What follows belongs to an exercise in optimizing a design on an open flow for small area; a production flow would make more cautious choices. Only simulation tests tie the RTL to the original design; equivalence was not proved. No activity file was given, so power comes from the tool's default toggle rates. The flow treats the clock pin as an ideal source, which a real chip does not have.

## fm_voice
module fm_voice (
	input logic clk37,
	input logic rst,
	input logic cmd_valid,
	input logic [31:0] cmd_data,
	output logic signed [15:0] sample,
	output logic sample_valid,
	output logic cmd_busy
);
	localparam int NOPS = synth_pkg::NUM_OPS;
	logic [2:0] s;
	logic [2:0] s2;  
	logic [2:0] s3;  
	logic [2:0] s4;  
	logic started;  
	logic z2, z1, z0;  
	logic clr_f;  
	logic clr_e;
	assign s2 = (s >= 3'd4) ? s - 3'd4 : s + 3'd2;
	assign s3 = (s >= 3'd3) ? s - 3'd3 : s + 3'd3;
	assign s4 = (s >= 3'd2) ? s - 3'd2 : s + 3'd4;
	always_ff @(posedge clk37) begin
		if (rst) begin
			s <= 3'd3;
			started <= 1'b0;
			z2 <= 1'b1;
			z1 <= 1'b1;
			z0 <= 1'b1;
		end else begin
			s <= (s == 3'd5) ? 3'd0 : s + 3'd1;
			if (s == 3'd1) started <= 1'b1;
			if (started && s == 3'd3) z2 <= 1'b0;
			z1 <= z2;
			z0 <= z1;
		end
	end
	assign clr_f = rst || (z0 && !started && (s == 3'd3 || s == 3'd4));  
	assign clr_e = z2;
	logic [3:0] words_left;
	logic cur_env;  
	logic [2:0] cur_idx;
	logic gate;
	logic [5:0] mix_mask;
	logic [31:0] fld [1:7];  
	logic [31:0] last_q;  
	logic [2:0] eidx;  
	logic [2:0] fidx;  
	logic last_word;
	logic idx_ok;
	logic wr_env;
	logic wr_freq;
	assign cmd_busy = |words_left;
	assign last_word = cmd_valid && (words_left == 4'd1) && !rst;
	assign idx_ok = !(cur_idx[2] && cur_idx[1]);
	assign wr_env = last_word && idx_ok && cur_env;
	assign wr_freq = last_word && idx_ok && !cur_env;
	always_ff @(posedge clk37) begin
		if (rst) begin
			words_left <= '0;
			gate <= 1'b0;
			mix_mask <= '0;
		end else if (cmd_valid) begin
			if (cmd_busy) begin
				words_left <= words_left - 4'd1;
			end else begin
				cur_env <= cmd_data[31:24] == 8'd1;
				cur_idx <= cmd_data[18:16];
				if (cmd_data[31:24] == 8'd1) words_left <= 4'd8;
				if (cmd_data[31:24] == 8'd3) words_left <= 4'd1;
				if (cmd_data[31:24] == 8'd2) begin
					gate <= cmd_data[0];
					mix_mask <= cmd_data[13:8];
				end
			end
		end
	end
	always_ff @(posedge clk37) begin
		if ((cmd_valid && words_left == 4'd8) || wr_freq) fld[1] <= cmd_data;
		for (int m = 2; m < 8; m++) begin
			if (cmd_valid && words_left == 4'(9 - m)) fld[m] <= cmd_data;
		end
		if (wr_env) last_q <= cmd_data;
		if (wr_env) eidx <= cur_idx;
		if (wr_freq) fidx <= cur_idx;
	end
	logic pend_a, pend_b, pend_r, pend_f;
	logic live0, live3, pa0, pa3, pb3;
	logic pf0, pf2, pf4;
  ...
Size: ~5600 cells after synthesis, ~2600 flip-flops, roughly 53 I/O pins, about 72000 um^2 of cells after synthesis.
clock: 10.0 ns
lec_check: 0
abc_area: 1
cap_margin: 20
core_margin: 2
core_utilization: 75
place_density: 0.85
slew_margin: 20
standard.sh (not shown) runs the stock make flow with config.mk's settings and CLKGATE_MAP_FILE= SYNTH_SCRIPT=/design/flow/synth_recipe.tcl, a recipe that flattens the netlist after the stock synthesis.
==> flow/flow/run.sh <==
#!/bin/bash
# The standard layout (standard.sh) with two changes: the input and output
# ports are buffered with the smallest buffer (buf_1), and clock tree synthesis
# adds no dummy loads to balance the tree (leaf clusters of up to 30 sinks within 80 um,
# clkbuf_16 only). The full tool output goes to standard.log here and to the
# ORFS logs under orfs/logs.
set -e
cd "$(dirname "$0")/.."
export BUFFER_PORTS_ARGS="-buffer_cell sky130_fd_sc_hd__buf_1"
export CTS_ARGS="-sink_clustering_enable -repair_clock_nets -dont_use_dummy_load -sink_clustering_size 30 -sink_clustering_max_diameter 80 -buf_list sky130_fd_sc_hd__clkbuf_16"
bash standard.sh > standard.log 2>&1
Change:
==> flow/flow/run.sh (replaced) <==
#!/bin/bash
# The standard layout (standard.sh), except that clock tree synthesis adds
# no dummy loads to balance the tree. The full tool output goes to standard.log
# here and to the ORFS logs under orfs/logs.
set -e
cd "$(dirname "$0")/.."
export BUFFER_PORTS_ARGS="-buffer_cell sky130_fd_sc_hd__buf_1"
export CTS_ARGS="-sink_clustering_enable -repair_clock_nets -dont_use_dummy_load -sink_clustering_size 30 -sink_clustering_max_diameter 60 -buf_list sky130_fd_sc_hd__clkbuf_16"
bash standard.sh > standard.log 2>&1
What happened: Die area does not change. Hold slack gains 0.019 ns. Setup slack gains 0.073 ns. Synthesized area is unchanged. Combinational power is about the same. Non-clock buffer count stays the same. Global-route usage rose by 0.16 points. Count of clock-buffer cells in the layout rose by 14.
Change:
--- a/flow/flow/run.sh
+++ b/flow/flow/run.sh
@@ -1,6 +1,8 @@
 #!/bin/bash
-# The standard layout (standard.sh), except that clock tree synthesis adds
-# no dummy loads to balance the tree. The full tool output goes to standard.log
-# here and to the ORFS logs under orfs/logs.
+# The standard layout (standard.sh) with two changes: the input and output
+# ports are buffered with the smallest buffer (buf_1), and clock tree synthesis
+# adds no dummy loads to balance the tree (leaf clusters of up to 30 sinks,
+# clkbuf_16 only). The full tool output goes to standard.log here and to the
+# ORFS logs under orfs/logs.
 set -e
 cd "$(dirname "$0")/.."
Settings changed: CORE_UTILIZATION 75 to 73, PLACE_DENSITY 0.85 to 0.83.
What happened: The changed run finished with timing, DRC and antenna clean. Power came out higher by 0.84%. Worst setup slack gets better by 0.13 ns. Clock-buffer cell count goes up by 7. Clock skew is higher by 0.0091 ns. Hold slack got worse by 0.014 ns. Core utilization drops by 2.3 points. Routed wire length is lower by 3.9%. Synthesized cell count stays the same. Via count drops by 1.8%. Clock power increases by about 2%. Global-route usage fell by 2.2 points.
Change:
==> flow/flow/run.sh (replaced) <==
#!/bin/bash
# The standard layout (standard.sh), except that clock tree synthesis adds
# no dummy loads to balance the tree. The full tool output goes to standard.log
# here and to the ORFS logs under orfs/logs.
set -e
cd "$(dirname "$0")/.."
export BUFFER_PORTS_ARGS="-buffer_cell sky130_fd_sc_hd__buf_1"
export CTS_ARGS="-sink_clustering_enable -repair_clock_nets -dont_use_dummy_load -sink_clustering_size 33 -sink_clustering_max_diameter 60 -buf_list sky130_fd_sc_hd__clkbuf_16"
bash standard.sh > standard.log 2>&1
Settings changed: CORE_UTILIZATION 73 to 70, CTS_BUF_LIST from default to sky130_fd_sc_hd__clkbuf_16, CTS_CLUSTER_DIAMETER from default to 60, CTS_CLUSTER_SIZE from default to 30, PLACE_DENSITY 0.83 to 0.8.
- die area came out higher by a few percent
- final cell count came out higher slightly
- non-clock buffer count came out lower by 4
- final area is about the same
- hold slack is worse by 0.039 ns
- flip-flop and latch count is unchanged
- area after synthesis is unchanged

afterwards: timing with drivers on the ports:
The results above use ideal ports. As a check the final layouts listed here were re-extracted and re-timed, cells and wires unchanged.
Step 1 assumes that a clkbuf_16 drives the clock port and a buf_2 every other input.
Step 2 adds t to the input delays and takes it off the output delays; t is the mean of the earliest and latest rising clock arrival at the registers after step 1. Input paths then give back, and output paths get back, about the clock's delay inside the block.
Three values: ideal ports, drivers, drivers and shift; two values: the first two.
| run | t (ns) | setup slack, ns | latest minus earliest clock arrival (ns) | worst register clock-pin slew, ns |
|---|---|---|---|---|
| the first run | 0.757 | 0.127 / 0.127 / 0.127 | 0.111 / 0.110 | 0.11 / 0.11 |
| the second run | 0.768 | 0.200 / 0.200 / 0.200 | 0.116 / 0.116 | 0.11 / 0.11 |
| the third run | 0.780 | 0.326 / 0.326 / 0.326 | 0.117 / 0.118 | 0.11 / 0.11 |
| the fourth run | 0.760 | 0.424 / 0.424 / 0.424 | 0.138 / 0.138 | 0.11 / 0.11 |
After both steps setup and hold are still met in every run listed.
